This is an optimization exercise on Yosys and OpenROAD, whose aim is small area, a short achievable clock period and few clock cycles, not a production implementation. Where RTL was checked, it was by simulation tests only, not by an equivalence proof against the original. The RTL of runs 4 and 5 was laid out without a check of its function. Power and IR drop assume default switching activity.

**flow/design.v**
```verilog
package fpa_pkg;
	localparam bit CUT_IN  = 1'b1;    
	localparam bit CUT_A   = 1'b1;    
	localparam bit CUT_B   = 1'b1;    
	localparam bit CUT_C   = 1'b1;    
	localparam bit CUT_OUT = 1'b1;    
	localparam int LAT     = CUT_IN + CUT_A + CUT_B + CUT_C + CUT_OUT;
	typedef struct packed {
		logic on;      
		logic sign;
		logic ones;    
		logic qbit;    
	} spec_t;
	typedef struct packed {
		spec_t       spec;
		logic        sign;        
		logic        eff_sub;
		logic [7:0]  exp;         
		logic [22:0] big_frac;
		logic [22:0] sml_frac;
		logic [4:0]  shamt;       
		logic        sml_live;    
	} st_a_t;
	typedef struct packed {
		spec_t       spec;
		logic        sign;
		logic [7:0]  exp;
		logic [27:0] sum;         
	} st_b_t;
	typedef struct packed {
		spec_t       spec;
		logic        sign;
		logic [7:0]  exp;         
		logic [4:0]  lz;          
		logic [22:0] frac;
		logic        guard;
		logic        sticky;      
	} st_c_t;
endpackage
`timescale 1ns/1ps
module fpa_classify (
	input  logic [31:0]     i_a,
	input  logic [31:0]     i_b,
	output fpa_pkg::st_a_t  o_st
);
	logic [7:0] ea;
	logic [7:0] eb;
	logic       a_zero;
	logic       b_zero;
	logic       a_ones;
	logic       b_ones;
	logic       a_nan;
	logic       b_nan;
	logic       a_inf;
	logic       b_inf;
	logic       nan_res;
	logic       a_ge_b;
	logic [8:0] d_ab;
	logic [8:0] d_ba;
	logic [7:0] e_dist;
	assign ea = i_a[30:23];
	assign eb = i_b[30:23];
	assign a_zero = ~|ea;
	assign b_zero = ~|eb;
	assign a_ones = &ea;
	assign b_ones = &eb;
	assign a_nan  = a_ones & |i_a[22:0];
	assign b_nan  = b_ones & |i_b[22:0];
	assign a_inf  = a_ones & ~|i_a[22:0];
	assign b_inf  = b_ones & ~|i_b[22:0];
	assign nan_res = a_nan | b_nan | (a_inf & b_inf & (i_a[31] ^ i_b[31]));
	always_comb begin
		o_st.spec.on   = nan_res | a_inf | b_inf | (a_zero & b_zero);
		o_st.spec.ones = nan_res | a_inf | b_inf;
		o_st.spec.qbit = nan_res;
		if (nan_res)
			o_st.spec.sign = 1'b0;
		else if (a_inf)
			o_st.spec.sign = i_a[31];
		else if (b_inf)
			o_st.spec.sign = i_b[31];
		else
			o_st.spec.sign = i_a[31] & i_b[31];    
	end
	fpa_cmp_ge u_cmp (.i_a(i_a[30:0]), .i_b(i_b[30:0]), .o_ge(a_ge_b));
	assign o_st.sign     = a_ge_b ? i_a[31] : i_b[31];
	assign o_st.exp      = a_ge_b ? ea : eb;
	assign o_st.big_frac = a_ge_b ? i_a[22:0] : i_b[22:0];
	assign o_st.sml_frac = a_ge_b ? i_b[22:0] : i_a[22:0];
	assign o_st.eff_sub  = i_a[31] ^ i_b[31];
	assign d_ab   = {1'b0, ea} - {1'b0, eb};
	assign d_ba   = {1'b0, eb} - {1'b0, ea};
	assign e_dist = d_ab[8] ? d_ba[7:0] : d_ab[7:0];
	assign o_st.sml_live = ~(a_zero | b_zero);
	assign o_st.shamt    = (a_zero | b_zero | (e_dist > 8'd27)) ? 5'd27 : e_dist[4:0];
endmodule
module fpa_cmp_ge (
	input  logic [30:0] i_a,
	input  logic [30:0] i_b,
	output logic        o_ge
);
	logic [62:0] gt;
	logic [62:0] eq;
	genvar k;
	generate
		for (k = 0; k < 32; k++) begin : g_leaf
			if (k == 0) begin : g_pad
				assign gt[31] = 1'b0;
				assign eq[31] = 1'b1;
			end else begin : g_bit
				assign gt[31 + k] = i_a[31 - k] & ~i_b[31 - k];
				assign eq[31 + k] = ~(i_a[31 - k] ^ i_b[31 - k]);
			end
		end
		for (k = 0; k < 31; k++) begin : g_node
			assign gt[k] = gt[2*k + 1] | (eq[2*k + 1] & gt[2*k + 2]);
			assign eq[k] = eq[2*k + 1] & eq[2*k + 2];
		end
	endgenerate
	assign o_ge = gt[0] | eq[0];
endmodule
`timescale 1ns/1ps
module fpa_align_add (
	input  fpa_pkg::st_a_t  i_st,
	output fpa_pkg::st_b_t  o_st
);
	logic [23:0] sml_m;
	logic [26:0] shifted;
	logic        sticky;
	logic [27:0] big_ext;
	logic [27:0] sml_al;
	assign sml_m   = {1'b1, i_st.sml_frac};
	assign shifted = {sml_m, 3'b000} >> i_st.shamt;
	always_comb begin
		sticky = 1'b0;
		for (int i = 0; i < 24; i++) begin
			if (i_st.shamt > 5'(i + 3)) sticky = sticky | sml_m[i];
		end
	end
	assign sml_al  = {1'b0, shifted[26:1], (shifted[0] | sticky) & i_st.sml_live};
	assign big_ext = {2'b01, i_st.big_frac, 3'b000};
	fpa_add #(.N(28)) u_add (
		.i_a   (big_ext),
		.i_b   (sml_al ^ {28{i_st.eff_sub}}),
		.i_cin (i_st.eff_sub),
		.o_sum (o_st.sum)
	);
	assign o_st.spec = i_st.spec;
	assign o_st.sign = i_st.sign;
	assign o_st.exp  = i_st.exp;
endmodule
module fpa_add #(
	parameter int N = 28
) (
	input  logic [N-1:0] i_a,
	input  logic [N-1:0] i_b,
	input  logic         i_cin,
	output logic [N-1:0] o_sum
);
	logic [N:0] g;
	logic [N:0] p;
	logic [N:0] x;
	always_comb begin
		x = {i_a ^ i_b, 1'b0};
		g = {i_a & i_b, i_cin};
		p = x;
		for (int d = 1; d <= N; d = d * 2) begin
			for (int i = 2 * d - 1; i <= N; i = i + 2 * d) begin
				g[i] = g[i] | (p[i] & g[i - d]);
				p[i] = p[i] & p[i - d];
			end
		end
		for (int d = 32; d >= 1; d = d / 2) begin
			for (int i = 3 * d - 1; i <= N; i = i + 2 * d) begin
				g[i] = g[i] | (p[i] & g[i - d]);
				p[i] = p[i] & p[i - d];
			end
		end
	end
	assign o_sum = x[N:1] ^ g[N-1:0];
endmodule
`timescale 1ns/1ps
module fpa_normalize (
	input  fpa_pkg::st_b_t  i_st,
	output fpa_pkg::st_c_t  o_st
);
	logic [27:0] s0;
	logic [27:0] s1;
	logic [27:0] s2;
	logic [27:0] s3;
	logic [27:0] s4;
	logic [27:0] s5;
	logic [4:0]  lz;
	logic        zero;
	assign s0    = i_st.sum;
	assign lz[4] = ~|s0[27:12];
	assign s1    = lz[4] ? {s0[11:0], 16'h0} : s0;
	assign lz[3] = ~|s1[27:20];
	assign s2    = lz[3] ? {s1[19:0], 8'h0} : s1;
	assign lz[2] = ~|s2[27:24];
	assign s3    = lz[2] ? {s2[23:0], 4'h0} : s2;
	assign lz[1] = ~|s3[27:26];
	assign s4    = lz[1] ? {s3[25:0], 2'h0} : s3;
	assign lz[0] = ~s4[27];
	assign s5    = lz[0] ? {s4[26:0], 1'h0} : s4;
	assign zero = ~|i_st.sum;
	assign o_st.frac   = s5[26:4];
	assign o_st.guard  = s5[3];
	assign o_st.sticky = |s5[2:0];
	assign o_st.exp    = i_st.exp;
	assign o_st.lz     = lz;
	assign o_st.sign   = i_st.sign;
	always_comb begin
		o_st.spec = i_st.spec;
		if (!i_st.spec.on && zero) begin
			o_st.spec.on   = 1'b1;    
			o_st.spec.sign = 1'b0;
			o_st.spec.ones = 1'b0;
			o_st.spec.qbit = 1'b0;
		end
	end
endmodule
`timescale 1ns/1ps
module fpa_special (
	input  fpa_pkg::st_c_t  i_st,
	output logic [31:0]     o_result
);
	logic        round_inc;
	logic [23:0] carry;       
	logic [22:0] frac_r;
	logic        all_ones;
	logic        mant_ovf;    
	logic signed [9:0] exp_n;
	logic        under0;      
	logic        under1;      
	logic        over0;       
	logic        over1;       
	logic        kill0;
	logic        under;
	logic        over;
	logic [7:0]  exp_inc;
	logic [7:0]  exp_out;
	assign round_inc = i_st.guard & (i_st.sticky | i_st.frac[0]);
	always_comb begin
		logic [23:0] p;
		p = {1'b1, i_st.frac};    
		for (int d = 1; d < 24; d = d * 2) begin
			for (int i = 2 * d - 1; i < 24; i = i + 2 * d) begin
				p[i] = p[i] & p[i - d];
			end
		end
		for (int d = 16; d >= 1; d = d / 2) begin
			for (int i = 3 * d - 1; i < 24; i = i + 2 * d) begin
				p[i] = p[i] & p[i - d];
			end
		end
		carry = {p[22:0], 1'b1} & {24{round_inc}};
	end
	assign frac_r   = i_st.frac ^ carry[22:0];
	assign all_ones = &i_st.frac;
	assign mant_ovf = round_inc & all_ones;
	assign exp_n  = $signed({2'b00, i_st.exp}) + 10'sd1 - $signed({5'b00000, i_st.lz});
	assign under0 = exp_n <= 10'sd0;
	assign under1 = exp_n <= -10'sd1;
	assign over0  = exp_n >= 10'sd255;
	assign over1  = exp_n >= 10'sd254;
	assign exp_inc = exp_n[7:0] + 8'd1;
	assign under   = mant_ovf ? under1 : under0;
	assign over    = mant_ovf ? over1 : over0;
	assign exp_out = mant_ovf ? exp_inc : exp_n[7:0];
	assign kill0 = i_st.spec.on | under0 | over0;
	always_comb begin
		o_result[31] = i_st.spec.on ? i_st.spec.sign : i_st.sign;
		if (i_st.spec.on)
			o_result[30:23] = {8{i_st.spec.ones}};
		else if (under)
			o_result[30:23] = 8'h00;
		else if (over)
			o_result[30:23] = 8'hFF;
		else
			o_result[30:23] = exp_out;
		o_result[22]   = (frac_r[22] & ~kill0) | (i_st.spec.on & i_st.spec.qbit);
		o_result[21:0] = frac_r[21:0] & {22{~kill0}};
	end
endmodule
`timescale 1ns/1ps
module fpa_adder (
	input  logic           i_clk,
	input  logic           i_arst_n,
	input  logic           i_valid,
	input  logic [31:0]    i_a,
	input  logic [31:0]    i_b,
	output logic           o_valid,
	output logic [31:0]    o_result
);
	logic [31:0]     op_a;
	logic [31:0]     op_b;
	fpa_pkg::st_a_t  st_a_d;
	fpa_pkg::st_a_t  st_a_q;
	fpa_pkg::st_b_t  st_b_d;
	fpa_pkg::st_b_t  st_b_q;
	fpa_pkg::st_c_t  st_c_d;
	fpa_pkg::st_c_t  st_c_q;
	logic [31:0]     res_d;
	logic [fpa_pkg::LAT-1:0] vld;
	fpa_classify  u_classify  (.i_a(op_a), .i_b(op_b), .o_st(st_a_d));
	fpa_align_add u_align_add (.i_st(st_a_q), .o_st(st_b_d));
	fpa_normalize u_normalize (.i_st(st_b_q), .o_st(st_c_d));
	fpa_special   u_special   (.i_st(st_c_q), .o_result(res_d));
	generate
		if (fpa_pkg::CUT_IN) begin : g_cut_in
			always_ff @(posedge i_clk) begin
				op_a <= i_a;
				op_b <= i_b;
			end
		end else begin : g_pass_in
			assign op_a = i_a;
			assign op_b = i_b;
		end
		if (fpa_pkg::CUT_A) begin : g_cut_a
			always_ff @(posedge i_clk) st_a_q <= st_a_d;
		end else begin : g_pass_a
			assign st_a_q = st_a_d;
		end
		if (fpa_pkg::CUT_B) begin : g_cut_b
			always_ff @(posedge i_clk) st_b_q <= st_b_d;
		end else begin : g_pass_b
			assign st_b_q = st_b_d;
		end
		if (fpa_pkg::CUT_C) begin : g_cut_c
			always_ff @(posedge i_clk) st_c_q <= st_c_d;
		end else begin : g_pass_c
			assign st_c_q = st_c_d;
		end
		if (fpa_pkg::CUT_OUT) begin : g_cut_out
			always_ff @(posedge i_clk) o_result <= res_d;
		end else begin : g_pass_out
			assign o_result = res_d;
		end
	endgenerate
	always_ff @(posedge i_clk or negedge i_arst_n) begin
		if (!i_arst_n)
			vld <= '0;
		else
			vld <= fpa_pkg::LAT'({vld, i_valid});
	end
	assign o_valid = vld[fpa_pkg::LAT-1];
endmodule
```
**flow/run.sh**
```bash
#!/bin/bash
# synth_recipe.tcl (not shown) runs the flow's synth.tcl, then flattens the netlist and writes it again
# the make line also repeats each setting of config.mk as NAME=value (left out here)
make -C /OpenROAD-flow-scripts/flow DESIGN_CONFIG=/design/flow/config.mk WORK_HOME=/design/flow/orfs CLKGATE_MAP_FILE= SYNTH_SCRIPT=/design/flow/synth_recipe.tcl finish
```
**flow/config.mk**
```make
export PLATFORM = sky130hd
export DESIGN_NAME = fpa_adder
export DESIGN_NICKNAME = fpa_adder
export VERILOG_FILES = /design/flow/design.v
export SDC_FILE = /design/flow/constraint.sdc
export NUM_CORES = 4
export LEC_CHECK = 0
export ABC_AREA = 1
export CAP_MARGIN = 20
export CORE_MARGIN = 2
export CORE_UTILIZATION = 65
export SLEW_MARGIN = 20
```
**flow/constraint.sdc**
```tcl
create_clock -name core_clock -period 17.0 [get_ports {i_clk}]
set_input_delay 3.4000 -clock core_clock [delete_from_list [all_inputs] [get_ports {i_clk}]]
set_output_delay 3.4000 -clock core_clock [all_outputs]
set_load 0.01 [all_outputs]
```
==> impl_metrics.json, run 1 <==
{
  "cp.arrival_ps": 5300,
  "netlist_area_sq_mm": 0.01324,
  "power_density_mw_per_mm2": 151.5,
  "finalCoreUtilization": 0.7547,
  "ir_worst_vdd_v": 0.0001313,
  "drt_iter0_markers": 999,
  "end_kind": "flip-flop",
  "drv_slew": 0,
  "root_buffer": "clkbuf_16",
  "synth.distinct_cells": 58,
  "place_ws_ps": 12340,
  "h-tree-depth": 1,
  "setup-tns-final_ps": 0,
  "ys_seq_elements": 251,
  "period_share": 0.2884,
  "final_common_cell": "nand2_1",
  "clkSlewWorstSetupHoldPaths_ps": 60,
  "synthFlopType": "dfxtp_1",
  "hold_viol": 0,
  "hold_depth": 0,
  "netlist.top_cell.by_area": "dfxtp_1",
  "cts_setup_buffers": 0,
  "cts_buffers": 26,
  "post_drt_wl_per_cell_um": 16.00,
  "worst_slack_ps": 12100,
  "areaGrowthSynthToFinish_pct": 14.59,
  "clock_latency_ps": 540,
  "grt_overflow": 0,
  "drt_pass1_iterations": 8,
  "setup_violations": 0,
  "fp-row-count": 52,
  "ys_warn_count": 13,
  "ios": 100,
  "worst_pin_slew_ps": 936.8,
  "n_antenna_cell": 0,
  "finalWeightedCongestion": 1.051,
  "p_leak_uw": 0.007462,
  "synth_edf_count": 0,
  "grt_pass1_vias": 11530,
  "synth_seq_area_share": 0.3814,
  "finalClockSkew_ps": 18.34,
  "required_ps": 17400,
  "start_util": 0.6586,
  "rsz0062_at_grt": "no",
  "final_antenna_net_count": 0,
  "drc": 0,
  "criticalPathCategory": "reg -> reg",
  "core-area_sq_mm": 0.02010,
  "async_flop_share": 0.01992,
  "cts_tree": "done",
  "grt_max_degree": 94,
  "wirelength_um": 34970,
  "critPathLaunchType": "flip-flop",
  "postPlaceCellArea_sq_mm": 0.01431,
  "cts.path.max_buffers": 3,
  "layout_common_cells": "nand2_1 (538), dfxtp_1 (246), inv_1 (232)",
  "synth_nets": 1977,
  "n_fill_cell": 1511,
  "die-width_um": 146.7,
  "maxCapViolCount": 0,
  "grt_pass1_wl_um": 56590,
  "antenna_found_initial": 1,
  "clock_sinks": 251,
  "dieHeight_um": 146.7,
  "syn_inst": 1821,
  "ctsResizeCount": 0,
  "final_cell_area_sq_mm": 0.01517,
  "drt-vias-per-instance": 5.597,
  "avgSynthCellArea_sq_um": 7.272,
  "fmax_ghz": 0.2040,
  "dpl.hpwl_um": 26640,
  "cp_max_fo": 14,
  "design.die.area_sq_mm": 0.02153,
  "fin_crit_ps": 4902,
  "hold_path_class": "reg -> reg",
  "yosys-top-cells-area": "dfxtp_1 (37%), nand2_1 (15%), ha_1 (7.0%)",
  "synth_top_area_frac": 0.3719,
  "outcome": "finished clean",
  "nets": 2052,
  "io_buffers": 99,
  "grt_usage": 0.3219,
  "route.vias.total": 12240,
  "holdBufCountCts": 0,
  "reg2reg_depth": 20,
  "max-slew-margin-rel": 0.3732,
  "drive_above_1_share": 0.05063
}
## routing by layer
| layer | global-route usage | wire length [um] | vias to the layer above |
|---|---|---|---|
| met1 | 0.4191 | 14740 | 5553 |
| met4 | 0.1359 | 1549 | 2 |
| met2 | 0.5378 | 16220 | 554 |
| li1 | - | - | 6004 |
| met3 | 0.04720 | 2460 | 122 |
| met5 | 0 | 11 | - |
## cell usage after synthesis, types with 9 or more instances
| cell | n |
|---|---|
| nand2_2 | 12 |
| buf_2 | 11 |
| nand3_1 | 125 |
| o21ai_2 | 13 |
| clkbuf_1 | 30 |
| nand2_1 | 539 |
| ha_1 | 74 |
| nor2_1 | 115 |
| o21ai_0 | 109 |
| nor4_1 | 19 |
| fa_1 | 15 |
| xor2_1 | 48 |
| a31oi_1 | 9 |
| dfxtp_1 | 246 |
| xnor2_1 | 18 |
| nor3_1 | 18 |
| buf_6 | 9 |
| a21oi_1 | 43 |
| nand4_1 | 38 |
| inv_1 | 232 |
## kinds of logic after synthesis
kind of cell / share of synthesized area
flops: 0.3814
simple gates: 0.2880
mux: 0.001512
buf+inv: 0.09109
fa+ha+maj: 0.09260
xor+xnor: 0.04365
compound gates: 0.1018
## final timing paths
check,startpoint,endpoint,slack (ps)
setup / recovery,st_a_q[4],st_b_q[26],12100
hold reg to reg,st_b_q[34],st_c_q[36],320
max in group asynchronous,i_arst_n,vld[0],13730
setup reg to reg,st_a_q[4],st_b_q[26],12100
min in group asynchronous,i_arst_n,vld[2],3080
hold / removal,st_b_q[34],st_c_q[36],320
## critical path, stage by stage (launching register included)
cell	delay, ps
dfxtp_1	520
clkinv_1	340
nor2_1	800
inv_1	300
o311a_1	370
a221oi_1	220
nand2_1	80
nor2_1	110
o211ai_1	90
o21ai_0	250
ha_1	240
nand4_1	120
nand2_1	150
nand2_1	70
nand2_1	130
nand2_1	80
nand2_1	80
inv_1	70
o21a_1	190
fa_1	410
xnor2_1	160
## registers in the layout, summed over array words and instances (netlist names)
| signal | flops |
|---|---|
| o_result | 32 |
| op_a | 32 |
| op_b | 32 |
| st_a_q | 66 |
| st_b_q | 41 |
| st_c_q | 43 |
| vld | 5 |
## power by group
group / internal (uW) / switching, uW / leakage (uW)
clock: 336 / 230 / 0.000419
combinational: 339 / 580 / 0.00492
sequential: 731 / 82.4 / 0.00213
## final cells by class
type,instances,area [sq um],share of cell area
multi-input combinational,1273,6988,0.4605
clock buffer,40,753.2,0.04964
tap,270,337.8,0.02226
sequential,251,5050,0.3328
timing repair buffer,105,1036,0.06828
inverter,239,899.6,0.05929
clock inverter,8,108.9,0.007174
## stage by stage
step | total power [uW] | std cells | hold slack (ps)
after floorplan | 1448 | 1821 | 309.6
after global placement | 1692 | 2138 | 310.2
after detailed placement | 1717 | 2138 | 312.1
after CTS | 2292 | 2186 | 318.2
after global routing | 2448 | 2186 | 329.9
final | 2299 | 2186 | 319.8
Testbench counts, summed over its fixed seeds: cycles 12,032.
==> inputs of run 2 (changes only) <==
--- a/flow/config.mk
+++ b/flow/config.mk
@@ -10,3 +10,4 @@
 export CORE_MARGIN = 2
 export CORE_UTILIZATION = 65
+export CTS_BUF_LIST = sky130_fd_sc_hd__clkbuf_4 sky130_fd_sc_hd__clkbuf_8
 export SLEW_MARGIN = 20
==> run 2 against run 1 <==
Against the previous run: clock skew up 16 ps; fmax up 0.18%; design area about the same; sequential cell count unchanged; cell count up 0.82%; highest routed layer is now met4; synthesized area unchanged; worst hold slack about the same; register-to-register slack about the same; via count up 1.3%; still clean on timing, DRC and antenna; die area unchanged; total power down 1.2%; largest cell class unchanged.
==> impl_metrics.json, run 2 <==
{
  "synth_top_area_frac": 0.3719,
  "drive_above_1_share": 0.06412,
  "criticalPathCategory": "reg -> reg",
  "max-slew-margin-rel": 0.3598,
  "setup_violations": 0,
  "place_ws_ps": 12340,
  "nets": 2066,
  "largest_reg_flops": 66,
  "grt_max_degree": 94,
  "final_antenna_net_count": 0,
  "hold_path_class": "reg -> reg",
  "route.vias.total": 12400,
  "period_share": 0.2878,
  "drt_pass1_iterations": 5,
  "cts_setup_buffers": 0,
  "wirelength_um": 35740,
  "final_common_cell": "nand2_1",
  "reg_top3": "st_a_q: 66 flops, st_c_q: 43 flops, st_b_q: 41 flops",
  "drt-vias-per-instance": 5.625,
  "cp.arrival_ps": 5310,
  "die-width_um": 146.7,
  "outcome": "finished clean",
  "finalClockSkew_ps": 34.44,
  "layout_common_cells": "nand2_1 (538), dfxtp_1 (246), inv_1 (232)",
  "antenna_found_initial": 1,
  "avgSynthCellArea_sq_um": 7.272,
  "ir_worst_vdd_v": 0.00009153,
  "ys_seq_elements": 251,
  "dpl.hpwl_um": 26640,
  "grt_usage": 0.3258,
  "clock_sinks": 251,
  "synthFlopType": "dfxtp_1",
  "post_drt_wl_per_cell_um": 16.21,
  "netlist_area_sq_mm": 0.01324,
  "critPathLaunch": "st_a_q[4]",
  "required_ps": 17420,
  "grt_pass1_vias": 11720,
  "top_register": "st_a_q",
  "n_antenna_cell": 0,
  "core-area_sq_mm": 0.02010,
  "dp.cells": 2138,
  "synth.distinct_cells": 58,
  "ctsResizeCount": 0,
  "fmax_ghz": 0.2044,
  "clkSlewWorstSetupHoldPaths_ps": 60,
  "rsz0062_at_grt": "no",
  "synth_seq_area_share": 0.3814,
  "io_buffers": 99,
  "start_util": 0.6586,
  "cp_max_fo": 14,
  "cts.path.max_buffers": 3,
  "reg2reg_from": "st_a_q[4]",
  "holdWs_ps": 319.6,
  "end_kind": "flip-flop",
  "power_density_mw_per_mm2": 149.8,
  "synthTopCellsByCount": "nand2_1 (539), dfxtp_1 (246), inv_1 (232), nand3_1 (125), nor2_1 (115)",
  "drt_iter0_markers": 1004,
  "postPlaceCellArea_sq_mm": 0.01431,
  "fin_crit_ps": 4893,
  "cts_tree": "done",
  "clock_latency_ps": 530,
  "syn_inst": 1821,
  "async_flop_share": 0.01992,
  "finalWeightedCongestion": 1.051,
  "hold_viol": 0,
  "synth_nets": 1977,
  "design.die.area_sq_mm": 0.02153,
  "worst_slack_ps": 12110,
  "fp-row-count": 52,
  "setup-tns-final_ps": 0,
  "p_leak_uw": 0.007481,
  "ios": 100,
  "synth_most_common_cell": "nand2_1",
  "ys_warn_count": 13,
  "grt_pass1_wl_um": 57050,
  "yosys-top-cells-area": "dfxtp_1 (37%), nand2_1 (15%), ha_1 (7.0%)",
  "holdBufCountCts": 0,
  "worst_pin_slew_ps": 956.8,
  "grt_overflow": 0,
  "critPathLaunchType": "flip-flop",
  "instances_no_fill": 2204,
  "netlist.top_cell.by_area": "dfxtp_1",
  "dieHeight_um": 146.7,
  "hp-start": "st_b_q[34]",
  "drv_slew": 0,
  "root_buffer": "clkbuf_8",
  "maxCapViolCount": 0,
  "final_cell_area_sq_mm": 0.01516,
  "h-tree-depth": 2,
  "areaGrowthSynthToFinish_pct": 14.50,
  "drc": 0,
  "cts_buffers": 40,
  "synth_edf_count": 0
}
==> run 2: cell counts after synthesis <==
No cell type changed its count.
==> run 2: worst max-delay path, stage by stage, from the launching register on <==
cell	delay (ps)
dfxtp_1	520
clkinv_1	340
nor2_1	810
inv_1	300
o311a_1	370
a221oi_1	210
nand2_1	80
nor2_1	120
o211ai_1	100
o21ai_0	260
ha_1	250
nand4_1	120
nand2_1	160
nand2_1	70
nand2_1	130
nand2_1	70
nand2_1	80
inv_1	70
o21a_1	190
fa_1	380
xnor2_1	130
==> run 2: path summary, 6_finish.rpt <==
| path | endpoint | slack [ps] | cells after the start |
|---|---|---|---|
| worst max register to register | st_b_q[26] | 12110 | 20 |
| max in group asynchronous | vld[3] | 13740 | 1 |
| min in group asynchronous | vld[0] | 3080 | 1 |
| worst max-delay path | st_b_q[26] | 12110 | 20 |
| worst min register to register | st_c_q[36] | 320 | 0 |
| worst min-delay path | st_c_q[36] | 320 | 0 |
==> run 2: area by class of cell <==
type	count	area, sq um
sequential	251	5050
tap	270	337.8
multi-input combinational	1273	6988
clock inverter	6	62.56
fill	1519	4942
timing repair buffer	105	1036
clock buffer	60	788.3
inverter	239	899.6
==> run 2: cells by family (layout without fill, tap and decap cells) <==
| group | after synthesis | after routing | synth area share |
|---|---|---|---|
| adder cells (fa/ha/maj) | 89 | 89 | 0.09260 |
| AND/OR/NAND/NOR | 889 | 889 | 0.2880 |
| XOR/XNOR | 66 | 66 | 0.04365 |
| multiplexers | 2 | 2 | 0.001512 |
| flip-flops | 251 | 251 | 0.3814 |
| buffers and inverters | 297 | 410 | 0.09109 |
| AO/OA/AOI/OAI | 227 | 227 | 0.1018 |
==> run 2: stage by stage <==
step	power, uW	utilization
after detailed placement	1717	0.7119
final	2271	0.7542
after floorplan	1448	-
after global placement	1692	0.7119
after CTS	2264	0.7542
after global routing	2417	0.7542
==> run 2: power by group <==
part | internal, uW | switching (uW)
Clock | 310 | 228
Sequential | 731 | 83.1
Combinational | 338 | 581
==> run 2: metal layers <==
layer	GRT usage	up-vias	wire length [um]
met2	0.5411	640	16760
li1	-	6028	-
met3	0.05745	122	2905
met5	0	-	0
met4	0.1471	0	1481
met1	0.4166	5608	14590
==> inputs of run 3 (changes only) <==
--- a/flow/config.mk
+++ b/flow/config.mk
@@ -9,5 +9,4 @@
 export CAP_MARGIN = 20
 export CORE_MARGIN = 2
-export CORE_UTILIZATION = 65
-export CTS_BUF_LIST = sky130_fd_sc_hd__clkbuf_4 sky130_fd_sc_hd__clkbuf_8
+export CORE_UTILIZATION = 40
 export SLEW_MARGIN = 20
==> run 3 against run 2 <==
Against the previous run: sequential share of layout area is 0.58 points lower; critical path depth is 19 lower; synthesized cell count stayed put; design area is 1.8% higher; global-route usage is 13 points lower; cell count is 7.0% higher; clock skew is 12 ps lower; largest cell class unchanged.
==> impl_metrics.json, run 3 <==
{
  "h-tree-depth": 1,
  "clkSlewWorstSetupHoldPaths_ps": 60,
  "fp-row-count": 66,
  "top_register": "st_a_q",
  "hold_depth": 0,
  "outcome": "finished clean",
  "cts_setup_buffers": 0,
  "p_sw_frac": 0.3775,
  "ys_seq_elements": 251,
  "setup-tns-final_ps": 0,
  "worst_slack_ps": 12210,
  "path_buf_inv": 1,
  "largest_reg_flops": 66,
  "grt_max_degree": 94,
  "required_ps": 13600,
  "cp.depth": 1,
  "maxCapViolCount": 0,
  "period_share": 0.2819,
  "async_flop_share": 0.01992,
  "finalCoreUtilization": 0.4742,
  "hold_viol": 0,
  "layout_common_cells": "nand2_1 (538), dfxtp_1 (246), inv_1 (232)",
  "reg_top3": "st_a_q: 66 flops, st_c_q: 43 flops, st_b_q: 41 flops",
  "final_antenna_net_count": 0,
  "drv_slew": 0,
  "grt_pass1_vias": 10550,
  "pwr-share-seq": 0.357,
  "drt_pass1_iterations": 5,
  "yosys-top-cells-area": "dfxtp_1 (37%), nand2_1 (15%), ha_1 (7.0%)",
  "synthFlopType": "dfxtp_1",
  "areaGrowthSynthToFinish_pct": 16.52,
  "synth_top_area_frac": 0.3719,
  "route.vias.total": 11530,
  "pwr-share-comb": 0.387,
  "power_density_mw_per_mm2": 147.3,
  "setup_violations": 0,
  "die-width_um": 185.9,
  "cts_buffers": 27,
  "synth.distinct_cells": 58,
  "netlist_area_sq_mm": 0.01324,
  "antenna_found_initial": 1,
  "cpMaxStageDelayCell": "clkdlybuf4s50_1",
  "finalWeightedCongestion": 0.9597,
  "final_common_cell": "nand2_1",
  "worstPathCellList": "clkdlybuf4s50_1",
  "dieHeight_um": 185.9,
  "reg2reg_depth": 20,
  "fin_crit_ps": 4792,
  "grt_overflow": 0,
  "io_buffers": 99,
  "cts_tree": "done",
  "cts.path.max_buffers": 3,
  "ctsResizeCount": 0,
  "grt_pass1_wl_um": 53160,
  "netlist.top_cell.by_area": "dfxtp_1",
  "drc": 0,
  "place_ws_ps": 12370,
  "core-area_sq_mm": 0.03254,
  "clock_power_share": 0.256,
  "hold_path_class": "reg -> reg",
  "critPathLaunchType": "flip-flop",
  "ios": 100,
  "drt-vias-per-instance": 4.889,
  "drive_above_1_share": 0.05373,
  "start_util": 0.4070,
  "crit_family": "buffers and inverters",
  "synth_most_common_cell": "nand2_1",
  "design.die.area_sq_mm": 0.03458,
  "cpPeakStageDelay_ps": 530,
  "p_sw_uw": 857.6,
  "root_buffer": "clkbuf_16",
  "p_leak_uw": 0.007477,
  "ir_worst_vdd_v": 0.00008061,
  "grt_usage": 0.1926,
  "synth_nets": 1977,
  "synth_seq_area_share": 0.3814,
  "p_int_uw": 1414,
  "worst_pin_slew_ps": 869.0,
  "clock_latency_ps": 550,
  "cp_max_fo": 1,
  "criticalPathCategory": "reg -> out",
  "dpl.hpwl_um": 26880,
  "fmax_ghz": 0.2087,
  "holdBufCountCts": 0,
  "wirelength_um": 33560,
  "ys_warn_count": 13,
  "post_drt_wl_per_cell_um": 14.23,
  "cp.arrival_ps": 1390,
  "n_antenna_cell": 0,
  "drt_iter0_markers": 738,
  "rsz0062_at_grt": "no",
  "finalClockSkew_ps": 22.56,
  "syn_inst": 1821,
  "synthTopCellsByCount": "nand2_1 (539), dfxtp_1 (246), inv_1 (232), nand3_1 (125), nor2_1 (115)",
  "finalPower_uw": 2272,
  "clock_sinks": 251,
  "max-slew-margin-rel": 0.4199,
  "nets": 2055,
  "end_kind": "output pin",
  "synth_edf_count": 0,
  "avgSynthCellArea_sq_um": 7.272
}
[run 3: kinds of logic after synthesis]
family                   count (synthesis)  synth area share
AND/OR/NAND/NOR                        889            0.2880
multiplexers                             2          0.001512
AO/OA/AOI/OAI                          227            0.1018
XOR/XNOR                                66           0.04365
adder cells (fa/ha/maj)                 89           0.09260
flip-flops                             251            0.3814
buffers and inverters                  297           0.09109
[run 3: final cells by class]
| class | instances | area, sq um |
|---|---|---|
| clock buffer | 33 | 718.2 |
| clock inverter | 14 | 168.9 |
| fill | 3297 | 17110 |
| inverter | 239 | 899.6 |
| multi-input combinational | 1273 | 6988 |
| sequential | 251 | 5050 |
| tap | 442 | 553.0 |
| timing repair buffer | 107 | 1051 |
[run 3: worst register-to-register path: stages, from the launching register on]
cell and delay, ps:
dfxtp_1 310, buf_4 340, inv_1 400, nand2_1 180, nand2_1 60, o21ai_0 470, inv_1 130, o21ai_0 350
o21ai_0 200, xor2_1 180, ha_1 370, a21o_1 210, a21o_1 160, a221oi_1 300, nand2_1 200, nand2_1 100
nand2_1 70, inv_1 110, o21a_1 130, fa_1 400, inv_1 60
[run 3: power by group through the flow]
stage	logic, uW	clock network, uW	registers, uW
detailed placement	878	0	824
global route	996	623	825
CTS	882	599	812
floorplan	635	0	813
finish	879	582	811
global placement	874	0	823
[run 3: path summary, 6_finish.rpt]
path	startpoint	end	slack, ps
min reg2reg	st_b_q[30]	st_c_q[32]	310
max reg2reg	st_a_q[1]	st_b_q[25]	12240
min in group asynchronous	i_arst_n	vld[4]	3070
min	st_b_q[30]	st_c_q[32]	310
max in group asynchronous	i_arst_n	vld[1]	13750
max	o_result[28]	o_result[28]	12210
[run 3: metal layers]
| metal | track usage | vias to the layer above | part of all wire |
|---|---|---|---|
| met5 | 0 | - | 0 |
| met4 | 0.06583 | 0 | 0.034 |
| met3 | 0.03052 | 79 | 0.054 |
| met2 | 0.3080 | 314 | 0.44 |
| met1 | 0.2635 | 5144 | 0.47 |
| li1 | - | 5997 | - |
[run 3: through the flow]
step / std cells / cell area, sq um / hold WS, ps
6_report: 2359 / 15430 / 309.2
5_1_grt: 2359 / 15430 / 326.7
4_1_cts: 2359 / 15430 / 312.1
3_5_place_dp: 2312 / 14540 / 312.1
3_3_place_gp: 2312 / 14540 / 310.6
2_1_floorplan: 1821 / 13240 / 309.6
==> inputs of run 4 (changes only) <==
--- a/flow/design.v
+++ b/flow/design.v
@@ -15,10 +15,9 @@
 		spec_t       spec;
 		logic        sign;        
-		logic        eff_sub;
+		logic        neg_big;     
+		logic        neg_sml;     
 		logic [7:0]  exp;         
-		logic [22:0] big_frac;
-		logic [22:0] sml_frac;
-		logic [4:0]  shamt;       
-		logic        sml_live;    
+		logic [22:0] big_x;       
+		logic [26:0] sml_x;       
 	} st_a_t;
 	typedef struct packed {
@@ -44,19 +43,31 @@
 	output fpa_pkg::st_a_t  o_st
 );
-	logic [7:0] ea;
-	logic [7:0] eb;
-	logic       a_zero;
-	logic       b_zero;
-	logic       a_ones;
-	logic       b_ones;
-	logic       a_nan;
-	logic       b_nan;
-	logic       a_inf;
-	logic       b_inf;
-	logic       nan_res;
-	logic       a_ge_b;
-	logic [8:0] d_ab;
-	logic [8:0] d_ba;
-	logic [7:0] e_dist;
+	logic [7:0]  ea;
+	logic [7:0]  eb;
+	logic        a_zero;
+	logic        b_zero;
+	logic        a_ones;
+	logic        b_ones;
+	logic        a_nan;
+	logic        b_nan;
+	logic        a_inf;
+	logic        b_inf;
+	logic        nan_res;
+	logic        a_ge_b;      
+	logic        ea_ge;       
+	logic        eff_sub;
+	logic [8:0]  d_ab;
+	logic [8:0]  d_ba;
+	logic [7:0]  e_dist;
+	logic [4:0]  shamt;       
+	logic        sml_live;    
+	logic [22:0] sml_frac;
+	logic [22:0] big_frac;
+	logic [26:0] sml_al;
+	logic        neg_big;
+	logic        neg_sml;
+	logic [23:0] sml_m;
+	logic [26:0] shifted;
+	logic        sticky;
 	assign ea = i_a[30:23];
 	assign eb = i_b[30:23];
@@ -84,14 +95,30 @@
 	end
 	fpa_cmp_ge u_cmp (.i_a(i_a[30:0]), .i_b(i_b[30:0]), .o_ge(a_ge_b));
-	assign o_st.sign     = a_ge_b ? i_a[31] : i_b[31];
-	assign o_st.exp      = a_ge_b ? ea : eb;
-	assign o_st.big_frac = a_ge_b ? i_a[22:0] : i_b[22:0];
-	assign o_st.sml_frac = a_ge_b ? i_b[22:0] : i_a[22:0];
-	assign o_st.eff_sub  = i_a[31] ^ i_b[31];
+	assign o_st.sign = a_ge_b ? i_a[31] : i_b[31];
+	assign eff_sub   = i_a[31] ^ i_b[31];
 	assign d_ab   = {1'b0, ea} - {1'b0, eb};
 	assign d_ba   = {1'b0, eb} - {1'b0, ea};
-	assign e_dist = d_ab[8] ? d_ba[7:0] : d_ab[7:0];
-	assign o_st.sml_live = ~(a_zero | b_zero);
-	assign o_st.shamt    = (a_zero | b_zero | (e_dist > 8'd27)) ? 5'd27 : e_dist[4:0];
+	assign ea_ge  = ~d_ab[8];
+	assign e_dist = ea_ge ? d_ab[7:0] : d_ba[7:0];
+	assign sml_live = ~(a_zero | b_zero);
+	assign shamt    = (a_zero | b_zero | (e_dist > 8'd27)) ? 5'd27 : e_dist[4:0];
+	assign o_st.exp      = ea_ge ? ea : eb;
+	assign big_frac      = ea_ge ? i_a[22:0] : i_b[22:0];
+	assign sml_frac      = ea_ge ? i_b[22:0] : i_a[22:0];
+	assign neg_big = eff_sub & ea_ge & ~a_ge_b;
+	assign neg_sml = eff_sub & ~(ea_ge & ~a_ge_b);
+	assign o_st.neg_big = neg_big;
+	assign o_st.neg_sml = neg_sml;
+	assign sml_m   = {1'b1, sml_frac};
+	assign shifted = {sml_m, 3'b000} >> shamt;
+	always_comb begin
+		sticky = 1'b0;
+		for (int i = 0; i < 24; i++) begin
+			if (shamt > 5'(i + 3)) sticky = sticky | sml_m[i];
+		end
+	end
+	assign sml_al = {shifted[26:1], (shifted[0] | sticky) & sml_live};
+	assign o_st.big_x = big_frac ^ {23{neg_big}};
+	assign o_st.sml_x = sml_al ^ {27{neg_sml}};
 endmodule
 module fpa_cmp_ge (
@@ -125,23 +152,12 @@
 	output fpa_pkg::st_b_t  o_st
 );
-	logic [23:0] sml_m;
-	logic [26:0] shifted;
-	logic        sticky;
 	logic [27:0] big_ext;
-	logic [27:0] sml_al;
-	assign sml_m   = {1'b1, i_st.sml_frac};
-	assign shifted = {sml_m, 3'b000} >> i_st.shamt;
-	always_comb begin
-		sticky = 1'b0;
-		for (int i = 0; i < 24; i++) begin
-			if (i_st.shamt > 5'(i + 3)) sticky = sticky | sml_m[i];
-		end
-	end
-	assign sml_al  = {1'b0, shifted[26:1], (shifted[0] | sticky) & i_st.sml_live};
-	assign big_ext = {2'b01, i_st.big_frac, 3'b000};
+	logic [27:0] sml_ext;
+	assign big_ext = {i_st.neg_big, ~i_st.neg_big, i_st.big_x, {3{i_st.neg_big}}};
+	assign sml_ext = {i_st.neg_sml, i_st.sml_x};
 	fpa_add #(.N(28)) u_add (
 		.i_a   (big_ext),
-		.i_b   (sml_al ^ {28{i_st.eff_sub}}),
-		.i_cin (i_st.eff_sub),
+		.i_b   (sml_ext),
+		.i_cin (i_st.neg_big | i_st.neg_sml),
 		.o_sum (o_st.sum)
 	);
==> flow/flow/run.sh (new file) <==
#!/bin/bash
# The standard layout, with plain buffers (not delay cells) on the ports.
# make's output goes to make.log; each ORFS step also logs under orfs/logs/.
set -euo pipefail
bash standard.sh 'BUFFER_PORTS_ARGS=-buffer_cell sky130_fd_sc_hd__buf_2' finish > make.log 2>&1
==> flow/standard.sh (new file) <==
#!/bin/bash
# synth_recipe.tcl (not shown) runs the flow's synth.tcl, then flattens the netlist and writes it again
# the make line also repeats each setting of config.mk as NAME=value (left out here)
make -C /OpenROAD-flow-scripts/flow DESIGN_CONFIG=/design/flow/config.mk WORK_HOME=/design/flow/orfs CLKGATE_MAP_FILE= SYNTH_SCRIPT=/design/flow/synth_recipe.tcl "${@:-finish}"
removed: flow/run.sh
==> run 4 against run 3 <==
Against the previous run: still clean on timing, DRC and antenna; design area is 0.45% higher; first-iteration DRC count is 4.5% higher; setup slack improved by 180 ps; utilization fell by 2.2 points; combinational power grew 4.9%; sequential power is 3.0% higher; total power grew 3.6%; via count rose by 4.8%; clock-buffer cell count increased by 2; routed wire length is 7.3% higher; clock power is 3% higher; clock skew shrank 16 ps; largest cell class unchanged.
==> impl_metrics.json, run 4 <==
{
  "outcome": "finished clean",
  "cts_buffers": 28,
  "worst_pin_slew_ps": 951.6,
  "synthFlopType": "dfxtp_1",
  "io_buffers": 99,
  "max-slew-margin-rel": 0.3638,
  "holdBufCountCts": 0,
  "clkSlewWorstSetupHoldPaths_ps": 60,
  "grt_pass1_vias": 11750,
  "fin_crit_ps": 4616,
  "setup-tns-final_ps": 0,
  "cts.path.max_buffers": 3,
  "drt_pass1_iterations": 5,
  "path_buf_inv": 3,
  "wirelength_um": 36000,
  "root_buffer": "clkbuf_16",
  "nets": 2159,
  "fmax_ghz": 0.2166,
  "async_flop_share": 0.02000,
  "seqCellArea_sq_mm": 0.005030,
  "synth_most_common_cell": "nand2_1",
  "ys_warn_count": 11,
  "h-tree-depth": 1,
  "n_fill_cell": 3536,
  "hold_viol": 0,
  "crit_top_cell": "nand2_1",
  "yosys-top-cells-area": "dfxtp_1 (36%), nand2_1 (15%), ha_1 (6.9%)",
  "synth_top_area_frac": 0.3554,
  "cp_max_fo": 117,
  "antenna_found_initial": 0,
  "reg_top3": "st_a_q: 65 flops, st_c_q: 43 flops, st_b_q: 41 flops",
  "n_antenna_cell": 0,
  "cts_tree": "done",
  "avgSynthCellArea_sq_um": 7.177,
  "ys_seq_elements": 250,
  "clock_sinks": 250,
  "ctsResizeCount": 0,
  "drt-vias-per-instance": 4.890,
  "final_antenna_net_count": 0,
  "synth_seq_area_share": 0.3645,
  "drv_slew": 0,
  "power_density_mw_per_mm2": 151.9,
  "cpMaxStageDelayCell": "o21ai_1",
  "synth_nets": 2083,
  "design.die.area_sq_mm": 0.03600,
  "post_drt_wl_per_cell_um": 14.56,
  "start_util": 0.4025,
  "setup_violations": 0,
  "finalCoreUtilization": 0.4520,
  "period_share": 0.2715,
  "netlist.top_cell.by_area": "dfxtp_1",
  "ir_worst_vdd_v": 0.00009024,
  "crit_family": "simple AND/OR/NAND/NOR gates",
  "grt_overflow": 0,
  "layout_common_cells": "nand2_1 (563), dfxtp_1 (245), inv_1 (237)",
  "synth_edf_count": 0,
  "fp-row-count": 68,
  "hold_path_class": "reg -> reg",
  "drt_iter0_markers": 771,
  "grt_max_degree": 118,
  "synthTopCellsByCount": "nand2_1 (563), dfxtp_1 (245), inv_1 (237), nand3_1 (162), o21ai_0 (113)",
  "multi_input_area_sq_mm": 0.007515,
  "finalPower_uw": 2355,
  "p_leak_uw": 0.007866,
  "end_kind": "flip-flop",
  "criticalPathCategory": "reg -> reg",
  "clock_latency_ps": 570,
  "netlist_area_sq_mm": 0.01380,
  "grt_usage": 0.2026,
  "ios": 100,
  "synth.distinct_cells": 55,
  "dieHeight_um": 189.7,
  "required_ps": 17410,
  "drive_above_1_share": 0.09762,
  "worstPathCellList": "inv_1 -> ha_1 -> inv_1 -> fa_1 -> nand3_1 -> nand2_2 -> nand2_1 -> nand2_4 -> o21ai_1 -> nand4_4 -> clkinv_2 -> nand3_1 -> o21ai_1 -> nand2_1 -> o21ai_1 -> nand2_1 -> nand2_1 -> nand2_1 -> xor2_1",
  "cpPeakStageDelay_ps": 670,
  "top_register": "st_a_q",
  "maxCapViolCount": 0,
  "drc": 0,
  "route.vias.total": 12090,
  "syn_inst": 1923,
  "cts_setup_buffers": 0,
  "finalWeightedCongestion": 0.9446,
  "cp.arrival_ps": 5030,
  "rsz0062_at_grt": "no",
  "grt_pass1_wl_um": 58840,
  "critPathLaunchType": "flip-flop",
  "core-area_sq_mm": 0.03429,
  "dpl.hpwl_um": 28740,
  "largest_reg_flops": 65,
  "finalClockSkew_ps": 6.319,
  "areaGrowthSynthToFinish_pct": 12.30,
  "final_common_cell": "nand2_1",
  "die-width_um": 189.7
}
==> run 4: cell count changes after synthesis, moves of 17 or more <==
cell / before / now
clkbuf_1: 30 / 13
nand3_1: 125 / 162
o21ai_1: 7 / 40
nand2_1: 539 / 563
xor2_1: 48 / 69
==> run 4: cells by family after synthesis <==
kind of cell,after synthesis,share of synthesized area
and+or+nand+nor,963,0.3094
xor gates and xnor gates,74,0.04696
muxes,1,0.0007253
adders and majority gates,93,0.09356
DFF,250,0.3645
AOI/OAI and AO/OA,237,0.09365
buffers and inverters,305,0.09121
==> run 4: final timing paths <==
check                                start          to  slack, ps  depth (start not counted)
worst min register to register  st_b_q[30]  st_c_q[32]        320                          0
worst max-delay path              op_a[23]  st_a_q[18]      12380                         19
worst min-delay path            st_b_q[30]  st_c_q[32]        320                          0
worst max register to register    op_a[23]  st_a_q[18]      12380                         19
max in group asynchronous         i_arst_n      vld[3]      14240                          1
min in group asynchronous         i_arst_n      vld[2]       2630                          1
==> run 4: stage by stage <==
step                worst slack [ps]  hold slack (ps)  area [sq um]  instances
CTS                            12430            323.3         15500       2473
floorplan                      13220            309.6         13800       1923
detailed placement             12450            312.1         14560       2424
finish                         12380            323.9         15500       2473
global route                   11900            323.3         15500       2473
global placement               12490            311.8         14560       2424
==> run 4: worst reg2reg max path, delay by kind of cell (launching register included) <==
kind / cells / cell delay [ps]
AOI/OAI and AO/OA: 3 / 920
xor gates and xnor gates: 1 / 160
adders and majority gates: 2 / 570
buffers and inverters: 3 / 640
DFF: 1 / 350
and+or+nand+nor: 10 / 1800
==> run 4: layout make-up <==
| class | instances | share of cell area |
|---|---|---|
| inverter | 250 | 0.06063 |
| multi-input combinational | 1368 | 0.4849 |
| timing repair buffer | 101 | 0.03294 |
| clock inverter | 14 | 0.01211 |
| clock buffer | 35 | 0.04820 |
| tap | 455 | 0.03673 |
| sequential | 250 | 0.3245 |
==> run 4: per-layer routing <==
metal | GRT usage | vias up | share of wire
li1 | - | 6340 | -
met1 | 0.2500 | 5357 | 0.45
met2 | 0.3543 | 302 | 0.46
met3 | 0.03025 | 94 | 0.045
met4 | 0.08140 | 0 | 0.044
met5 | 0 | - | 0
==> run 4: power by group <==
part           total [uW]  switching [uW]  internal (uW)
sequential            835            84.8            750
clock                 598             240            358
combinational         922             602            320
==> inputs of run 5 (changes only) <==
--- a/flow/design.v
+++ b/flow/design.v
@@ -7,12 +7,6 @@
 	localparam int LAT     = CUT_IN + CUT_A + CUT_B + CUT_C + CUT_OUT;
 	typedef struct packed {
-		logic on;      
-		logic sign;
-		logic ones;    
-		logic qbit;    
-	} spec_t;
-	typedef struct packed {
-		spec_t       spec;
-		logic        sign;        
+		logic        sign;
+		logic        nan;         
 		logic        neg_big;     
 		logic        neg_sml;     
@@ -22,12 +16,12 @@
 	} st_a_t;
 	typedef struct packed {
-		spec_t       spec;
 		logic        sign;
+		logic        nan;
 		logic [7:0]  exp;
 		logic [27:0] sum;         
 	} st_b_t;
 	typedef struct packed {
-		spec_t       spec;
 		logic        sign;
+		logic        nan;
 		logic [7:0]  exp;         
 		logic [4:0]  lz;          
@@ -41,4 +35,6 @@
 	input  logic [31:0]     i_a,
 	input  logic [31:0]     i_b,
+	input  logic            i_ea_ge,    
+	input  logic            i_ea_lt,    
 	output fpa_pkg::st_a_t  o_st
 );
@@ -56,4 +52,5 @@
 	logic        a_ge_b;      
 	logic        ea_ge;       
+	logic        ea_lt;       
 	logic        eff_sub;
 	logic [8:0]  d_ab;
@@ -81,31 +78,27 @@
 	assign b_inf  = b_ones & ~|i_b[22:0];
 	assign nan_res = a_nan | b_nan | (a_inf & b_inf & (i_a[31] ^ i_b[31]));
+	assign o_st.nan = nan_res;
+	fpa_cmp_ge #(.W(31)) u_cmp (.i_a(i_a[30:0]), .i_b(i_b[30:0]), .o_ge(a_ge_b));
 	always_comb begin
-		o_st.spec.on   = nan_res | a_inf | b_inf | (a_zero & b_zero);
-		o_st.spec.ones = nan_res | a_inf | b_inf;
-		o_st.spec.qbit = nan_res;
 		if (nan_res)
-			o_st.spec.sign = 1'b0;
-		else if (a_inf)
-			o_st.spec.sign = i_a[31];
-		else if (b_inf)
-			o_st.spec.sign = i_b[31];
+			o_st.sign = 1'b0;
+		else if (a_zero & b_zero)
+			o_st.sign = i_a[31] & i_b[31];
 		else
-			o_st.spec.sign = i_a[31] & i_b[31];    
+			o_st.sign = a_ge_b ? i_a[31] : i_b[31];
 	end
-	fpa_cmp_ge u_cmp (.i_a(i_a[30:0]), .i_b(i_b[30:0]), .o_ge(a_ge_b));
-	assign o_st.sign = a_ge_b ? i_a[31] : i_b[31];
 	assign eff_sub   = i_a[31] ^ i_b[31];
 	assign d_ab   = {1'b0, ea} - {1'b0, eb};
 	assign d_ba   = {1'b0, eb} - {1'b0, ea};
-	assign ea_ge  = ~d_ab[8];
-	assign e_dist = ea_ge ? d_ab[7:0] : d_ba[7:0];
+	assign ea_ge  = i_ea_ge;
+	assign ea_lt  = i_ea_lt;
+	assign e_dist = ea_lt ? d_ba[7:0] : d_ab[7:0];
 	assign sml_live = ~(a_zero | b_zero);
 	assign shamt    = (a_zero | b_zero | (e_dist > 8'd27)) ? 5'd27 : e_dist[4:0];
 	assign o_st.exp      = ea_ge ? ea : eb;
 	assign big_frac      = ea_ge ? i_a[22:0] : i_b[22:0];
-	assign sml_frac      = ea_ge ? i_b[22:0] : i_a[22:0];
-	assign neg_big = eff_sub & ea_ge & ~a_ge_b;
-	assign neg_sml = eff_sub & ~(ea_ge & ~a_ge_b);
+	assign sml_frac      = ea_lt ? i_a[22:0] : i_b[22:0];
+	assign neg_big = eff_sub & ~ea_lt & ~a_ge_b;
+	assign neg_sml = eff_sub & (ea_lt | a_ge_b);
 	assign o_st.neg_big = neg_big;
 	assign o_st.neg_sml = neg_sml;
@@ -122,23 +115,26 @@
 	assign o_st.sml_x = sml_al ^ {27{neg_sml}};
 endmodule
-module fpa_cmp_ge (
-	input  logic [30:0] i_a,
-	input  logic [30:0] i_b,
-	output logic        o_ge
+module fpa_cmp_ge #(
+	parameter int W = 31
+) (
+	input  logic [W-1:0] i_a,
+	input  logic [W-1:0] i_b,
+	output logic         o_ge
 );
-	logic [62:0] gt;
-	logic [62:0] eq;
+	localparam int L = W + 1;    
+	logic [2*L-2:0] gt;
+	logic [2*L-2:0] eq;
 	genvar k;
 	generate
-		for (k = 0; k < 32; k++) begin : g_leaf
+		for (k = 0; k < L; k++) begin : g_leaf
 			if (k == 0) begin : g_pad
-				assign gt[31] = 1'b0;
-				assign eq[31] = 1'b1;
+				assign gt[L - 1] = 1'b0;
+				assign eq[L - 1] = 1'b1;
 			end else begin : g_bit
-				assign gt[31 + k] = i_a[31 - k] & ~i_b[31 - k];
-				assign eq[31 + k] = ~(i_a[31 - k] ^ i_b[31 - k]);
+				assign gt[L - 1 + k] = i_a[W - k] & ~i_b[W - k];
+				assign eq[L - 1 + k] = ~(i_a[W - k] ^ i_b[W - k]);
 			end
 		end
-		for (k = 0; k < 31; k++) begin : g_node
+		for (k = 0; k < L - 1; k++) begin : g_node
 			assign gt[k] = gt[2*k + 1] | (eq[2*k + 1] & gt[2*k + 2]);
 			assign eq[k] = eq[2*k + 1] & eq[2*k + 2];
@@ -154,4 +150,5 @@
 	logic [27:0] big_ext;
 	logic [27:0] sml_ext;
+	logic [27:0] sum;
 	assign big_ext = {i_st.neg_big, ~i_st.neg_big, i_st.big_x, {3{i_st.neg_big}}};
 	assign sml_ext = {i_st.neg_sml, i_st.sml_x};
@@ -160,7 +157,8 @@
 		.i_b   (sml_ext),
 		.i_cin (i_st.neg_big | i_st.neg_sml),
-		.o_sum (o_st.sum)
+		.o_sum (sum)
 	);
-	assign o_st.spec = i_st.spec;
+	assign o_st.sum  = sum;
+	assign o_st.nan  = i_st.nan;
 	assign o_st.sign = i_st.sign;
 	assign o_st.exp  = i_st.exp;
@@ -208,5 +206,5 @@
 	logic [27:0] s5;
 	logic [4:0]  lz;
-	logic        zero;
+	logic        cancel;
 	assign s0    = i_st.sum;
 	assign lz[4] = ~|s0[27:12];
@@ -220,20 +218,12 @@
 	assign lz[0] = ~s4[27];
 	assign s5    = lz[0] ? {s4[26:0], 1'h0} : s4;
-	assign zero = ~|i_st.sum;
+	assign cancel = ~|i_st.sum & |i_st.exp & ~&i_st.exp;
 	assign o_st.frac   = s5[26:4];
 	assign o_st.guard  = s5[3];
 	assign o_st.sticky = |s5[2:0];
-	assign o_st.exp    = i_st.exp;
 	assign o_st.lz     = lz;
-	assign o_st.sign   = i_st.sign;
-	always_comb begin
-		o_st.spec = i_st.spec;
-		if (!i_st.spec.on && zero) begin
-			o_st.spec.on   = 1'b1;    
-			o_st.spec.sign = 1'b0;
-			o_st.spec.ones = 1'b0;
-			o_st.spec.qbit = 1'b0;
-		end
-	end
+	assign o_st.exp    = cancel ? 8'h00 : i_st.exp;
+	assign o_st.sign   = i_st.sign & ~cancel;
+	assign o_st.nan    = i_st.nan;
 endmodule
 `timescale 1ns/1ps
@@ -257,4 +247,6 @@
 	logic [7:0]  exp_inc;
 	logic [7:0]  exp_out;
+	logic        spec;        
+	logic        ones;        
 	assign round_inc = i_st.guard & (i_st.sticky | i_st.frac[0]);
 	always_comb begin
@@ -285,9 +277,11 @@
 	assign over    = mant_ovf ? over1 : over0;
 	assign exp_out = mant_ovf ? exp_inc : exp_n[7:0];
-	assign kill0 = i_st.spec.on | under0 | over0;
+	assign ones  = &i_st.exp;
+	assign spec  = ones | ~|i_st.exp;
+	assign kill0 = spec | under0 | over0;
 	always_comb begin
-		o_result[31] = i_st.spec.on ? i_st.spec.sign : i_st.sign;
-		if (i_st.spec.on)
-			o_result[30:23] = {8{i_st.spec.ones}};
+		o_result[31] = i_st.sign;
+		if (spec)
+			o_result[30:23] = {8{ones}};
 		else if (under)
 			o_result[30:23] = 8'h00;
@@ -296,5 +290,5 @@
 		else
 			o_result[30:23] = exp_out;
-		o_result[22]   = (frac_r[22] & ~kill0) | (i_st.spec.on & i_st.spec.qbit);
+		o_result[22]   = (frac_r[22] & ~kill0) | i_st.nan;
 		o_result[21:0] = frac_r[21:0] & {22{~kill0}};
 	end
@@ -312,4 +306,7 @@
 	logic [31:0]     op_a;
 	logic [31:0]     op_b;
+	logic            ea_ge;
+	logic            op_ea_ge;     
+	logic            op_ea_lt;     
 	fpa_pkg::st_a_t  st_a_d;
 	fpa_pkg::st_a_t  st_a_q;
@@ -320,5 +317,6 @@
 	logic [31:0]     res_d;
 	logic [fpa_pkg::LAT-1:0] vld;
-	fpa_classify  u_classify  (.i_a(op_a), .i_b(op_b), .o_st(st_a_d));
+	fpa_cmp_ge #(.W(15)) u_exp_cmp (.i_a({7'h0, i_a[30:23]}), .i_b({7'h0, i_b[30:23]}), .o_ge(ea_ge));
+	fpa_classify  u_classify  (.i_a(op_a), .i_b(op_b), .i_ea_ge(op_ea_ge), .i_ea_lt(op_ea_lt), .o_st(st_a_d));
 	fpa_align_add u_align_add (.i_st(st_a_q), .o_st(st_b_d));
 	fpa_normalize u_normalize (.i_st(st_b_q), .o_st(st_c_d));
@@ -327,10 +325,14 @@
 		if (fpa_pkg::CUT_IN) begin : g_cut_in
 			always_ff @(posedge i_clk) begin
-				op_a <= i_a;
-				op_b <= i_b;
+				op_a     <= i_a;
+				op_b     <= i_b;
+				op_ea_ge <= ea_ge;
+				op_ea_lt <= ~ea_ge;
 			end
 		end else begin : g_pass_in
-			assign op_a = i_a;
-			assign op_b = i_b;
+			assign op_a     = i_a;
+			assign op_b     = i_b;
+			assign op_ea_ge = ea_ge;
+			assign op_ea_lt = ~ea_ge;
 		end
 		if (fpa_pkg::CUT_A) begin : g_cut_a
==> run 5 against run 4 <==
Against the previous run: still clean on timing, DRC and antenna; combinational power shrank 3.8%; synthesized area increased by 0.51%; global-route usage shrank 1.0 points; fmax is 1.6% lower; first-iteration DRC count increased by 9.2%.
==> impl_metrics.json, run 5 <==
{
  "outcome": "finished clean",
  "top_register": "st_a_q",
  "syn_inst": 1955,
  "io_buffers": 99,
  "dieHeight_um": 190.2,
  "maxCapViolCount": 0,
  "required_ps": 17520,
  "post_drt_wl_per_cell_um": 13.80,
  "clock_sinks": 243,
  "layout_common_cells": "nand2_1 (543), inv_1 (254), dfxtp_1 (238)",
  "finalClockSkew_ps": 21.17,
  "largest_reg_flops": 62,
  "areaGrowthSynthToFinish_pct": 12.33,
  "power_density_mw_per_mm2": 148.5,
  "worst_pin_slew_ps": 1031,
  "cts_tree": "done",
  "reg_top3": "st_a_q: 62 flops, st_c_q: 40 flops, st_b_q: 38 flops",
  "synth.distinct_cells": 58,
  "period_share": 0.2758,
  "rr_endpoint": "st_a_q[0]",
  "ys_warn_count": 9,
  "ios": 100,
  "root_buffer": "clkbuf_16",
  "synth_seq_area_share": 0.3525,
  "end_kind": "flip-flop",
  "critPathLaunchType": "flip-flop",
  "synthTopCellsByCount": "nand2_1 (543), inv_1 (254), dfxtp_1 (238), nand3_1 (158), o21ai_0 (145)",
  "yosys-top-cells-area": "dfxtp_1 (34%), nand2_1 (15%), ha_1 (7.7%)",
  "n_antenna_cell": 0,
  "synth_edf_count": 0,
  "drc": 0,
  "cts_setup_buffers": 0,
  "grt_usage": 0.1926,
  "netlist_area_sq_mm": 0.01387,
  "critPathLaunch": "op_a[25]",
  "max-slew-margin-rel": 0.3056,
  "setup-tns-final_ps": 0,
  "cts_buffers": 28,
  "nets": 2194,
  "criticalPathCategory": "reg -> reg",
  "finalWeightedCongestion": 0.9033,
  "setup_violations": 0,
  "drt_pass1_iterations": 5,
  "avgSynthCellArea_sq_um": 7.095,
  "cp.arrival_ps": 5210,
  "fmax_ghz": 0.2133,
  "final_common_cell": "nand2_1",
  "ys_seq_elements": 243,
  "wirelength_um": 34500,
  "synth_top_area_frac": 0.3435,
  "cts.path.max_buffers": 3,
  "dpl.hpwl_um": 27560,
  "grt_overflow": 0,
  "synth_most_common_cell": "nand2_1",
  "cp_max_fo": 29,
  "core-area_sq_mm": 0.03437,
  "async_flop_share": 0.02058,
  "hold_viol": 0,
  "hold_depth": 0,
  "start_util": 0.4035,
  "ir_worst_vdd_v": 0.0001104,
  "postPlaceCellArea_sq_mm": 0.01462,
  "reg2reg_depth": 22,
  "synth_nets": 2124,
  "fin_crit_ps": 4689,
  "grt_pass1_vias": 11730,
  "clkSlewWorstSetupHoldPaths_ps": 70,
  "rsz0062_at_grt": "no",
  "p_leak_uw": 0.007946,
  "design.die.area_sq_mm": 0.03618,
  "hold_path_class": "reg -> reg",
  "holdBufCountCts": 0,
  "drv_slew": 0,
  "antenna_found_initial": 0,
  "synthFlopType": "dfxtp_1",
  "ctsResizeCount": 0,
  "drt_iter0_markers": 842,
  "grt_max_degree": 63,
  "route.vias.total": 12180,
  "h-tree-depth": 1,
  "die-width_um": 190.2,
  "netlist.top_cell.by_area": "dfxtp_1",
  "final_antenna_net_count": 0,
  "hp-start": "st_a_q[57]",
  "final_cell_area_sq_mm": 0.01558,
  "drive_above_1_share": 0.1032,
  "grt_pass1_wl_um": 57060,
  "regToRegSetupSlack_ps": 12310,
  "reg2reg_from": "op_a[25]",
  "min_to": "st_b_q[35]",
  "drt-vias-per-instance": 4.870,
  "fp-row-count": 68,
  "clock_latency_ps": 570
}
-- run 5: worst max-delay path: stages (launching register included) --
cell	delay, ps
dfxtp_1	360
inv_1	80
ha_1	540
nand3_1	190
nand2_2	160
nand2_1	60
nand2_1	90
nand3_1	70
nand2_1	70
nand3_1	160
nor2_4	560
nand2_1	750
inv_1	640
nand2_1	130
inv_1	80
a21oi_1	60
a21oi_1	140
nand2_1	70
nor2_1	90
nand3_1	110
nand2_1	80
nand2_1	50
nand2_1	80
-- run 5: how the worst max path moves through the flow --
stage / cells past startpoint / endpoint / slack [ps]
6_report: 22 / st_a_q[0] / 12310
3_3_place_gp: 10 / op_ea_ge / 12220
5_1_grt: 22 / st_a_q[0] / 11770
3_5_place_dp: 10 / op_ea_ge / 12180
4_1_cts: 22 / st_a_q[0] / 12370
2_1_floorplan: 10 / op_ea_ge / 12460
-- run 5: logic make-up after synthesis --
logic type	Yosys count	share of synthesized area
multiplexers	1	0.0007217
flip-flops	243	0.3525
XOR/XNOR	72	0.04600
AO/OA/AOI/OAI	262	0.1038
AND/OR/NAND/NOR	945	0.2984
buffers and inverters	330	0.09733
adder cells (fa/ha/maj)	102	0.1012
-- run 5: layout make-up --
cell class | count | area [sq um]
fill | 3566 | 18790
multi-input combinational | 1382 | 7631
sequential | 243 | 4890
inverter | 268 | 1011
clock buffer | 37 | 764.5
tap | 455 | 569.3
timing repair buffer | 102 | 518.0
clock inverter | 13 | 197.7
-- run 5: layer usage --
layer,wire length (um),vias to the layer above,GRT usage
met1,15320,5399,0.2371
met2,16440,291,0.3448
met5,0,-,0.006868
met4,1197,0,0.06470
li1,-,6409,-
met3,1539,76,0.02540
-- run 5: power by group --
group	switching [uW]	internal (uW)	total, uW
registers	80.9	731	812
clock network	237	378	615
logic	577	310	887
-- run 5: metrics by stage --
step             util  std cells  setup WS [ps]  hold slack (ps)  total power, uW
6_report       0.4533       2500          12310            326.4             2313
5_1_grt        0.4533       2500          11770            331.7             2520
3_5_place_dp   0.4253       2450          12180            312.1             1713
3_3_place_gp   0.4253       2450          12220            314.3             1696
2_1_floorplan       -       1955          12460            309.6             1493
4_1_cts        0.4533       2500          12370            326.2             2335

-- afterwards: timing with drivers on the ports --
No port has a modelled driver above. Below, the same layouts with a new extraction and two added sets of constraints.
Step 1 (the two cells are an assumption about what drives the block):
set clk [get_ports {i_clk}]
set_driving_cell -lib_cell sky130_fd_sc_hd__clkbuf_16 $clk
set_driving_cell -lib_cell sky130_fd_sc_hd__buf_2 [delete_from_list [all_inputs] $clk]
Step 2, shift: input delay + t, output delay - t, t = (earliest + latest rising clock arrival at the registers) / 2. This alone moves slack from input paths to output paths.
a / b / c = ideal ports / drivers / drivers and shift; a / b = the first two.
| run | t (ns) | setup slack, ns | worst setup path at the end |
|---|---|---|---|
| run 1 | 0.577 | 12.098 / 12.098 / 12.098 | register to register |
| run 2 | 0.562 | 12.107 / 12.107 / 12.107 | register to register |
| run 3 | 0.587 | 12.208 / 12.157 / 12.241 | register to register |
| run 4 | 0.614 | 12.384 / 12.384 / 12.384 | register to register |
| run 5 | 0.613 | 12.311 / 12.311 / 12.175 | input to register |
After both steps every run listed still meets setup and hold. The setup slack of run 5, which loses most, moves by 0.000 ns with the drivers and by -0.136 ns with both steps.
